Source: an optimization exercise on an open RTL-to-GDS flow (aim: small area). Production flows keep margins and buffers that such runs may drop.
Function was checked by simulation only, so behaviour that the tests miss may differ from the original.
The clock port is modelled as an ideal driver; clocking choices that lean on that would not hold on a real chip.
Power and IR drop assume default switching activity.

==> inputs of build 70 <==
Design audio_processing, start of the top module:
module audio_processing #(
    parameter int num_taps = 8,
    parameter int bclk_div = 4
) (
    input  logic                        clk,
    input  logic                        rst,
    input  logic                        audio_enable,
    input  logic                        i2s_bclk,
    input  logic                        i2s_lrclk,
    input  logic                        i2s_d,
    input  logic                        coef_wr_en,
    input  audio_pkg::band_t            coef_band,
    input  logic [$clog2(num_taps)-1:0] coef_addr,
    input  audio_pkg::coef_t            coef_data,
    input  logic                        gain_wr_en,
    input  audio_pkg::band_t            gain_band,
    input  audio_pkg::gain_t            gain_data,
    output logic                        dac_bclk,
    output logic                        dac_lrclk,
    output logic                        dac_data
);
==> flow/config.mk <==
export PLATFORM = sky130hd
export DESIGN_NAME = audio_processing
export DESIGN_NICKNAME = audio_processing
export VERILOG_FILES = /design/flow/design.v
export SDC_FILE = /design/flow/constraint.sdc
export NUM_CORES = 4
export LEC_CHECK = 0
export CAP_MARGIN = 20
export CORE_MARGIN = 2
export CORE_UTILIZATION = 65
export CTS_BUF_LIST = sky130_fd_sc_hd__clkbuf_16
export CTS_CLUSTER_DIAMETER = 100
export CTS_CLUSTER_SIZE = 20
export SLEW_MARGIN = 20
export SYNTH_HIERARCHICAL = 1
==> flow/constraint.sdc <==
create_clock -name core_clock -period 20.0 [get_ports {clk}]
set_input_delay 4.0000 -clock core_clock [delete_from_list [all_inputs] [get_ports {clk}]]
set_output_delay 4.0000 -clock core_clock [all_outputs]
set_load 0.01 [all_outputs]
standard.sh (not shown) runs the stock make flow with config.mk's settings and CLKGATE_MAP_FILE= SYNTH_SCRIPT=/design/flow/synth_recipe.tcl, a recipe that flattens the netlist after the stock synthesis.
==> flow/flow/run.sh <==
#!/bin/bash
set -euo pipefail
W=$PWD
{ head -n 1 synth_recipe.tcl; cat flow/abc_proc.tcl; tail -n +2 synth_recipe.tcl; } > own_synth.tcl
sed "s|SYNTH_SCRIPT=[^ ]*synth_recipe.tcl|SYNTH_SCRIPT=$W/own_synth.tcl|" standard.sh > own_standard.sh
grep -q "SYNTH_SCRIPT=$W/own_synth.tcl" own_standard.sh
export OWN_ABC_SCRIPT=$W/flow/abc_map.script
export CTS_ARGS="-sink_clustering_enable -repair_clock_nets -sink_clustering_size 20 -sink_clustering_max_diameter 100 -buf_list sky130_fd_sc_hd__clkbuf_16 -dont_use_dummy_load"
bash own_standard.sh > standard.log 2>&1
==> flow/flow/abc_map.script <==
&get -n
&st
&dch
&nf -R 1000 -p
&st
&syn2
&if -g -K 6
&synch2
&nf -R 1000 -p
&st
&syn2
&if -g -K 6
&synch2
&nf -R 1000 -p
&st
&syn2
&if -g -K 6
&synch2
&nf -R 1000 -p
&st
&syn2
&if -g -K 6
&synch2
&nf -R 1000 -p
&st
&syn2
&if -g -K 6
&synch2
&nf -R 1000 -p
&put
buffer -c
topo
stime -c
dnsize -c
==> flow/flow/abc_proc.tcl <==
# Own synthesis: ORFS's synthesis exactly as the standard flow's synth_recipe.tcl runs it, except that the
# final technology mapping (abc) uses flow/abc_map.script instead of ORFS's abc_speed.script:
# the same sequence with the delay relaxed in &nf (-R 1000, pin permutation on) and without
# upsizing, so that gates are mapped for area; the clock period leaves ample slack.
proc abc {args} {
  set i [lsearch -exact $args -script]
  if { $i >= 0 } {
    lset args [expr { $i + 1 }] $::env(OWN_ABC_SCRIPT)
  }
  yosys abc {*}$args
}
==> inputs of trial 97, as changes to build 70 <==
--- a/flow/design.v
+++ b/flow/design.v
@@ -25,12 +25,11 @@
     input  logic        rst,
     input  logic        audio_enable,
     input  logic        i2s_bclk,             
     input  logic        i2s_lrclk,            
     input  logic        i2s_d,
-    output logic        left_soon,            
-    output logic        frame_soon,           
+    output logic        left_done,            
     output logic        frame_done,           
     output logic [23:0] shift_sr
 );
     logic [2:0] bclk_sync;           
     logic [2:0] lrclk_sync;
@@ -52,13 +51,12 @@
         end
     end
     assign bclk_rise = bclk_sync[1] & ~bclk_sync[2];
     assign lr_rise   = lrclk_sync[1] & ~lrclk_sync[2];      
     assign lr_fall   = ~lrclk_sync[1] & lrclk_sync[2];      
+    assign left_done  = lr_rise & armed;
     assign frame_done = lr_fall & armed;                    
-    assign left_soon  = lrclk_sync[0] & ~lrclk_sync[1] & armed;
-    assign frame_soon = ~lrclk_sync[0] & lrclk_sync[1] & armed;
     always_ff @(posedge clk) begin
         if (rst || !audio_enable) begin
             bit_cnt <= '0;
             armed   <= 1'b0;
         end else begin
@@ -1032,21 +1030,17 @@
     output logic                        dac_bclk,
     output logic                        dac_lrclk,
     output logic                        dac_data
 );
     logic        clr;
-    logic        left_soon, frame_soon, frame_done;
+    logic        left_done, frame_done;
     logic [23:0] shift_sr;
     logic [4:0]  seq;
     logic [3:0]  hist_cnt;           
     logic [191:0] ring_l;            
     logic [191:0] ring_r;
-    logic [2:0]  ptr_l, ptr_r;       
-    logic        want_l, want_r;     
-    logic        feed_l, feed_r;
-    logic [2:0]  pos_l, pos_r;
-    logic [7:0]  sel_l, sel_r;
+    logic        rot_l, rot_r, feed_l, feed_r;
     logic        pass;
     logic [2:0]  tap;
     logic        tap_ok;
     logic [23:0] tap_x;
     logic [15:0] coef0 [8];
@@ -1067,19 +1061,20 @@
     logic        first;
     assign clr = rst | ~audio_enable;
     i2s_receiver rx (
         .clk (clk), .rst (rst), .audio_enable (audio_enable),
         .i2s_bclk (i2s_bclk), .i2s_lrclk (i2s_lrclk), .i2s_d (i2s_d),
-        .left_soon (left_soon), .frame_soon (frame_soon), .frame_done (frame_done),
-        .shift_sr (shift_sr)
+        .left_done (left_done), .frame_done (frame_done), .shift_sr (shift_sr)
     );
     always_ff @(posedge clk) begin
         if (clr)
             seq <= 5'd21;
         else if (frame_done)
             seq <= 5'd30;
-        else if (seq != 5'd21)
+        else if (left_done)
+            seq <= 5'd22;
+        else if (seq != 5'd21 && seq != 5'd29)
             seq <= seq + 5'd1;
     end
     always_ff @(posedge clk) begin
         if (clr)
             hist_cnt <= '0;
@@ -1100,39 +1095,24 @@
         end else begin
             s1_valid  <= band_valid;
             mix_valid <= s1_valid;
         end
     end
-    assign feed_l = (want_l || left_soon) && ptr_l == 3'd1;
-    assign feed_r = (want_r || frame_soon) && ptr_r == 3'd1;
+    assign rot_l  = (seq == 5'd31) || (seq <= 5'd14) || (seq >= 5'd22 && seq <= 5'd28);
+    assign feed_l = (seq == 5'd22);
+    assign rot_r  = (seq <= 5'd20) || (seq >= 5'd30);
+    assign feed_r = (seq == 5'd0);
     always_ff @(posedge clk) begin
-        ring_l <= {feed_l ? shift_sr : ring_l[23:0], ring_l[191:24]};
-        ring_r <= {feed_r ? shift_sr : ring_r[23:0], ring_r[191:24]};
-        ptr_l  <= feed_l ? 3'd7 : ptr_l - 3'd1;
-        ptr_r  <= feed_r ? 3'd7 : ptr_r - 3'd1;
-        want_l <= (want_l || left_soon) && !feed_l;
-        want_r <= (want_r || frame_soon) && !feed_r;
-    end
-    assign pos_l = ptr_l + tap;
-    assign pos_r = ptr_r + tap;
-    always_comb begin
-        for (int i = 0; i < 8; i++) begin
-            sel_l[i] = tap_ok && !seq[3] && pos_l == 3'(i);
-            sel_r[i] = tap_ok &&  seq[3] && pos_r == 3'(i);
-        end
-    end
-    for (genvar b = 0; b < 24; b++) begin : g_tap
-        logic [15:0] d;
-        for (genvar i = 0; i < 8; i++) begin : g_word
-            assign d[i]     = ring_l[i*24 + b];
-            assign d[i + 8] = ring_r[i*24 + b];
-        end
-        eq_pick16 pick (.sel ({sel_r, sel_l}), .d (d), .y (tap_x[b]));
+        if (rot_l)
+            ring_l <= {feed_l ? shift_sr : ring_l[23:0], ring_l[191:24]};
+        if (rot_r)
+            ring_r <= {feed_r ? shift_sr : ring_r[23:0], ring_r[191:24]};
     end
     assign pass   = ~seq[4];
     assign tap    = seq[2:0];
     assign tap_ok = pass && ({1'b0, tap} < hist_cnt);   
+    assign tap_x  = tap_ok ? (seq[3] ? ring_r[23:0] : ring_l[23:0]) : 24'd0;
     assign coef_wdata = rst ? 16'd0 : coef_data;
     always_ff @(posedge clk) begin
         for (int i = 0; i < 8; i++) begin
             if (rst || (coef_wr_en && !coef_band && coef_addr == 3'(i)))
                 coef0[i] <= coef_wdata;
@@ -1193,12 +1173,5 @@
             sat_shift14 = v[37:14];
         else
             sat_shift14 = v[42] ? 24'h800000 : 24'h7fffff;
     endfunction
 endmodule
-module eq_pick16 (
-    input  logic [15:0] sel,
-    input  logic [15:0] d,
-    output logic        y
-);
-    assign y = |(sel & d);
-endmodule
==> flow/flow/run.sh (replaced) <==
#!/bin/bash
set -euo pipefail
export RECOVER_POWER=100
export CTS_ARGS="-sink_clustering_enable -repair_clock_nets -sink_clustering_size 20 -sink_clustering_max_diameter 100 -buf_list sky130_fd_sc_hd__clkbuf_16 -dont_use_dummy_load"
bash standard.sh > standard.log 2>&1
removed: flow/flow/abc_map.script
removed: flow/flow/abc_proc.tcl
==> inputs of trial 15, as changes to build 70 <==
--- a/flow/design.v
+++ b/flow/design.v
@@ -919,16 +919,16 @@
     input  logic        gain_wr_en,
     input  logic        gain_band,
     input  logic [15:0] gain_data,           
     output logic [15:0] gain_r0,
     output logic [15:0] gain_r1,
-    output logic [15:0] gain_fwd0,
-    output logic [15:0] gain_fwd1
+    output logic [15:0] data_d,
+    output logic        fwd0,
+    output logic        fwd1
 );
     logic        wr_d;
     logic        band_d;
-    logic [15:0] data_d;
     logic [15:0] wdata;
     always_ff @(posedge clk) begin
         wr_d   <= gain_wr_en & ~rst;
         band_d <= gain_band;
         data_d <= gain_data;
@@ -938,12 +938,12 @@
         if (rst || (wr_d && !band_d))
             gain_r0 <= wdata;
         if (rst || (wr_d && band_d))
             gain_r1 <= wdata;
     end
-    assign gain_fwd0 = (wr_d && !band_d) ? data_d : gain_r0;
-    assign gain_fwd1 = (wr_d &&  band_d) ? data_d : gain_r1;
+    assign fwd0 = wr_d && !band_d;
+    assign fwd1 = wr_d &&  band_d;
 endmodule
 `timescale 1ns/100ps
 module i2s_transmitter (
     input  logic        clk,
     input  logic        rst,
@@ -960,10 +960,13 @@
     logic [47:0] tx_sr;                      
     logic        hold_v;
     logic        tx_v;
     logic        half_end;
     logic        bclk_fall;
+    logic        tx_load;
+    logic        tx_shift;
+    logic [47:0] tx_next;
     assign half_end  = (div_cnt == 2'd3);
     assign bclk_fall = half_end & dac_bclk;
     always_ff @(posedge clk) begin
         if (rst || !audio_enable) begin
             div_cnt   <= '0;
@@ -998,20 +1001,23 @@
     end
     always_ff @(posedge clk) begin
         if (mix_valid && audio_enable && !rst)
             hold <= mix_frame;                              
     end
-    always_ff @(posedge clk) begin
-        if (bclk_fall) begin
-            if (bit_cnt == 5'd31) begin
-                if (dac_lrclk)
-                    tx_sr <= hold;
-            end else if (bit_cnt < 5'd24) begin
-                tx_sr <= {tx_sr[46:0], 1'b0};
-            end
+    assign tx_load  = bclk_fall && bit_cnt == 5'd31 && dac_lrclk;
+    assign tx_shift = bclk_fall && bit_cnt < 5'd24;
+    for (genvar b = 0; b < 48; b++) begin : g_sr
+        if (b == 0) begin : g_lsb
+            assign tx_next[b] = tx_load & hold[b];
+        end else begin : g_bit
+            eq_pick1 pk (.sa (tx_load), .a (hold[b]), .sb (!tx_load), .b (tx_sr[b-1]), .y (tx_next[b]));
         end
     end
+    always_ff @(posedge clk) begin
+        if (tx_load || tx_shift)
+            tx_sr <= tx_next;
+    end
 endmodule
 `timescale 1ns/100ps
 module audio_processing #(
     parameter int num_taps = 8,
     parameter int bclk_div = 4
@@ -1043,18 +1049,22 @@
     logic [2:0]  ptr_l, ptr_r;       
     logic        want_l, want_r;     
     logic        feed_l, feed_r;
     logic [2:0]  pos_l, pos_r;
     logic [7:0]  sel_l, sel_r;
+    logic [23:0] in_l, in_r;         
     logic        pass;
     logic [2:0]  tap;
     logic        tap_ok;
     logic [23:0] tap_x;
     logic [15:0] coef0 [8];
     logic [15:0] coef1 [8];
     logic [15:0] coef_wdata;
-    logic [15:0] gain_r0, gain_r1, gain_fwd0, gain_fwd1;
+    logic [15:0] gain_r0, gain_r1, gain_data_d;
+    logic        gain_fwd0, gain_fwd1;
+    logic [7:0]  csel;
+    logic [10:0] csel0, csel1;
     logic        band_valid, s1_valid, mix_valid;
     logic [42:0] acc0_n, acc1_n;     
     logic        pend0, pend1;   
     logic [42:0] sum0_n, sum1_n;
     logic        pout0, pout1;
@@ -1102,17 +1112,30 @@
             mix_valid <= s1_valid;
         end
     end
     assign feed_l = (want_l || left_soon) && ptr_l == 3'd1;
     assign feed_r = (want_r || frame_soon) && ptr_r == 3'd1;
+    for (genvar b = 0; b < 24; b++) begin : g_feed
+        eq_pick1 pl (.sa (feed_l), .a (shift_sr[b]), .sb (!feed_l), .b (ring_l[b]), .y (in_l[b]));
+        eq_pick1 pr (.sa (feed_r), .a (shift_sr[b]), .sb (!feed_r), .b (ring_r[b]), .y (in_r[b]));
+    end
     always_ff @(posedge clk) begin
-        ring_l <= {feed_l ? shift_sr : ring_l[23:0], ring_l[191:24]};
-        ring_r <= {feed_r ? shift_sr : ring_r[23:0], ring_r[191:24]};
-        ptr_l  <= feed_l ? 3'd7 : ptr_l - 3'd1;
-        ptr_r  <= feed_r ? 3'd7 : ptr_r - 3'd1;
-        want_l <= (want_l || left_soon) && !feed_l;
-        want_r <= (want_r || frame_soon) && !feed_r;
+        ring_l <= {in_l, ring_l[191:24]};
+        ring_r <= {in_r, ring_r[191:24]};
+    end
+    always_ff @(posedge clk) begin
+        if (rst) begin
+            ptr_l  <= '0;
+            ptr_r  <= '0;
+            want_l <= 1'b0;
+            want_r <= 1'b0;
+        end else begin
+            ptr_l  <= feed_l ? 3'd7 : ptr_l - 3'd1;
+            ptr_r  <= feed_r ? 3'd7 : ptr_r - 3'd1;
+            want_l <= (want_l || left_soon) && !feed_l;
+            want_r <= (want_r || frame_soon) && !feed_r;
+        end
     end
     assign pos_l = ptr_l + tap;
     assign pos_r = ptr_r + tap;
     always_comb begin
         for (int i = 0; i < 8; i++) begin
@@ -1142,11 +1165,11 @@
     end
     eq_band_mixer gains (
         .clk (clk), .rst (rst),
         .gain_wr_en (gain_wr_en), .gain_band (gain_band), .gain_data (gain_data),
         .gain_r0 (gain_r0), .gain_r1 (gain_r1),
-        .gain_fwd0 (gain_fwd0), .gain_fwd1 (gain_fwd1)
+        .data_d (gain_data_d), .fwd0 (gain_fwd0), .fwd1 (gain_fwd1)
     );
     eq_mac_resolve res_0 (.acc_n (acc0_n[42:22]), .pend (pend0), .res_n (res0_n[42:22]));
     eq_mac_resolve res_1 (.acc_n (acc1_n[42:22]), .pend (pend1), .res_n (res1_n[42:22]));
     assign res0_n[21:0] = acc0_n[21:0];
     assign res1_n[21:0] = acc1_n[21:0];
@@ -1155,14 +1178,31 @@
     assign sat15_0 = sat_shift15(acc0);
     assign sat15_1 = sat_shift15(acc1);
     assign sat14_0 = sat_shift14(acc0);
     assign sat14_1 = sat_shift14(acc1);
     assign first = (pass && tap == 3'd0) || band_valid;
-    assign x0 = band_valid ? res0 : s1_valid ? res1    : tap_x;
-    assign x1 = band_valid ? sat15_1 : s1_valid ? res0 : tap_x;
-    assign c0 = band_valid ? gain_fwd0 : s1_valid ? gain_r1 : coef0[tap];
-    assign c1 = band_valid ? gain_fwd1 : s1_valid ? gain_r0 : coef1[tap];
+    always_comb begin
+        for (int k = 0; k < 8; k++)
+            csel[k] = !band_valid && !s1_valid && tap == 3'(k);
+    end
+    assign csel0 = {s1_valid, band_valid && !gain_fwd0, band_valid && gain_fwd0, csel};
+    assign csel1 = {s1_valid, band_valid && !gain_fwd1, band_valid && gain_fwd1, csel};
+    for (genvar b = 0; b < 24; b++) begin : g_x
+        eq_pick2 px0 (.t (tap_x[b]), .sa (band_valid), .a (res0[b]),    .sb (s1_valid), .b (res1[b]), .y (x0[b]));
+        eq_pick2 px1 (.t (tap_x[b]), .sa (band_valid), .a (sat15_1[b]), .sb (s1_valid), .b (res0[b]), .y (x1[b]));
+    end
+    for (genvar b = 0; b < 16; b++) begin : g_c
+        logic [10:0] d0, d1;
+        for (genvar k = 0; k < 8; k++) begin : g_k
+            assign d0[k] = coef0[k][b];
+            assign d1[k] = coef1[k][b];
+        end
+        assign d0[10:8] = {gain_r1[b], gain_r0[b], gain_data_d[b]};
+        assign d1[10:8] = {gain_r0[b], gain_r1[b], gain_data_d[b]};
+        eq_pick11 pc0 (.sel (csel0), .d (d0), .y (c0[b]));
+        eq_pick11 pc1 (.sel (csel1), .d (d1), .y (c1[b]));
+    end
     eq_mac mac0 (.c (c0), .x (x0), .first (first), .acc_n (acc0_n), .pend (pend0),
                  .sum_n (sum0_n), .pout (pout0));
     eq_mac mac1 (.c (c1), .x (x1), .first (first), .acc_n (acc1_n), .pend (pend1),
                  .sum_n (sum1_n), .pout (pout1));
     always_ff @(posedge clk) begin
@@ -1200,5 +1240,31 @@
     input  logic [15:0] d,
     output logic        y
 );
     assign y = |(sel & d);
 endmodule
+module eq_pick2 (
+    input  logic t,
+    input  logic sa,
+    input  logic a,
+    input  logic sb,
+    input  logic b,
+    output logic y
+);
+    assign y = t | (sa & a) | (sb & b);
+endmodule
+module eq_pick11 (
+    input  logic [10:0] sel,
+    input  logic [10:0] d,
+    output logic        y
+);
+    assign y = |(sel & d);
+endmodule
+module eq_pick1 (
+    input  logic sa,
+    input  logic a,
+    input  logic sb,
+    input  logic b,
+    output logic y
+);
+    assign y = (sa & a) | (sb & b);
+endmodule
==> flow/flow/run.sh (replaced) <==
#!/bin/bash
set -euo pipefail
W=$PWD
{ head -n 1 synth_recipe.tcl; cat flow/abc_proc.tcl; tail -n +2 synth_recipe.tcl; } > own_synth.tcl
sed "s|SYNTH_SCRIPT=[^ ]*synth_recipe.tcl|SYNTH_SCRIPT=$W/own_synth.tcl|" standard.sh > own_standard.sh
grep -q "SYNTH_SCRIPT=$W/own_synth.tcl" own_standard.sh
export OWN_ABC_SCRIPT=$W/flow/abc_map.script
export CTS_ARGS="-sink_clustering_enable -repair_clock_nets -sink_clustering_size 24 -sink_clustering_max_diameter 100 -buf_list sky130_fd_sc_hd__clkbuf_16 -dont_use_dummy_load"
export BUFFER_PORTS_ARGS="-buffer_cell sky130_fd_sc_hd__buf_1"
bash own_standard.sh > standard.log 2>&1
--- a/flow/config.mk
+++ b/flow/config.mk
@@ -5,11 +5,11 @@
 export SDC_FILE = /design/flow/constraint.sdc
 export NUM_CORES = 4
 export LEC_CHECK = 0
 export CAP_MARGIN = 20
 export CORE_MARGIN = 2
-export CORE_UTILIZATION = 65
+export CORE_UTILIZATION = 80
 export CTS_BUF_LIST = sky130_fd_sc_hd__clkbuf_16
 export CTS_CLUSTER_DIAMETER = 100
-export CTS_CLUSTER_SIZE = 20
+export CTS_CLUSTER_SIZE = 24
 export SLEW_MARGIN = 20
 export SYNTH_HIERARCHICAL = 1
==> comparison <==
The lowest wire length belongs to trial 97, the highest to trial 15.
Final cell count, lowest first: trial 15, trial 97, build 70.
Die area: trial 15 < build 70 < trial 97.
Trial 15 passed the timing, design-rule and antenna checks. Trial 97 produced a layout that fails on max-capacitance violations, max-slew violations. Build 70 finished with timing, DRC and antenna clean.
Sequential share of layout area: build 70 < trial 15 < trial 97.
The highest via count belongs to trial 15, the lowest to trial 97.
Between trial 15 and build 70, the lower core utilization is in build 70 (gap 15 points).
First-iteration DRC count, highest first: trial 15, build 70, trial 97.
Setup slack: build 70 is worse than trial 15 (0.14 ns).
In trial 15 the fmax is higher than in trial 97, by about 5%.
In trial 15 the sequential power is smaller than in trial 97, by about 3%.
==> figures <==
Fraction of the yosys area taken by sequential cells: trial 15 49.02%; trial 97 50.91%; build 70 47.66%
Largest net degree at the start of global routing: trial 15 79; trial 97 188; build 70 77
Final weighted congestion of routability-driven global placement: trial 15 0.9528; trial 97 0.9242; build 70 0.9197
Adder and majority cell fraction of the synthesized area: trial 15 20.17%; trial 97 18.04%; build 70 19.63%
Reg-to-Reg Start: trial 15 acc1_n[22]; trial 97 seq[0]; build 70 acc1_n[22]
Number of antenna violations at the first check in global routing: trial 15 2; trial 97 0; build 70 5
Layout-to-synthesis area ratio: trial 15 1.0573x; trial 97 1.0702x; build 70 1.0718x
Count of placed standard cells in the final layout, fillers left out: trial 15 4,555; trial 97 4,783; build 70 5,053
Average via count per standard cell: trial 15 7.520; trial 97 6.579; build 70 6.659
Cell internal power dissipation: trial 15 4474 uW; trial 97 4728 uW; build 70 4645 uW
Setup slack of the most critical reg-to-reg path: trial 15 2.89 ns; trial 97 2.06 ns; build 70 2.74 ns
Tot GR Track Use: trial 15 43.73%; trial 97 31.11%; build 70 33.65%
Run status: trial 15 no timing/DRC/antenna violations; trial 97 complete, but fails checks; build 70 no timing/DRC/antenna violations
Reasons for failing layout checks: trial 15 -; trial 97 max-capacitance violations, max-slew violations; build 70 -
IR drop worst, VDD: trial 15 0.1055 mV; trial 97 0.1398 mV; build 70 0.1011 mV
Buffers outside the clock class: trial 15 164; trial 97 180; build 70 193
Post-Route Hold Slack: trial 15 0.3007 ns; trial 97 0.3714 ns; build 70 0.3415 ns
First-pass GRT wire length: trial 15 210.7 mm; trial 97 203.6 mm; build 70 210.3 mm
Half-perimeter wire length after detailed placement: trial 15 88.19 mm; trial 97 86.69 mm; build 70 89.85 mm
Synth Area per Inst: trial 15 13.75 um^2; trial 97 15.25 um^2; build 70 12.94 um^2
Predominant post-synthesis flop cell: trial 15 sky130_fd_sc_hd__dfxtp_1; trial 97 sky130_fd_sc_hd__edfxtp_1; build 70 sky130_fd_sc_hd__dfxtp_1
Layout buffering overhead excluding clock cells: trial 15 2.071%; trial 97 2.350%; build 70 2.843%

## static timing again, ports no longer ideal
In the flow no input, the clock included, has a driving cell. The finished layouts below were timed again as built, in two steps. Step 1 assumes that a clkbuf_16 drives the clock port and a buf_2 every other input. Step 2, shift: input delay + t, output delay - t, t = (earliest + latest rising clock arrival at the registers) / 2. This alone moves slack from input paths to output paths. Slacks: ideal / step 1 / step 2; pairs: ideal / step 1.
| run | t (ns) | slack for setup (ns) | clock arrival spread, ns |
|---|---|---|---|
| build 70 | 0.690 | 2.743 / 2.743 / 2.743 | 0.066 / 0.065 |
| trial 97 | 0.695 | 2.064 / 2.064 / 2.064 | 0.082 / 0.082 |
| trial 15 | 0.683 | 2.886 / 2.886 / 2.886 | 0.093 / 0.093 |
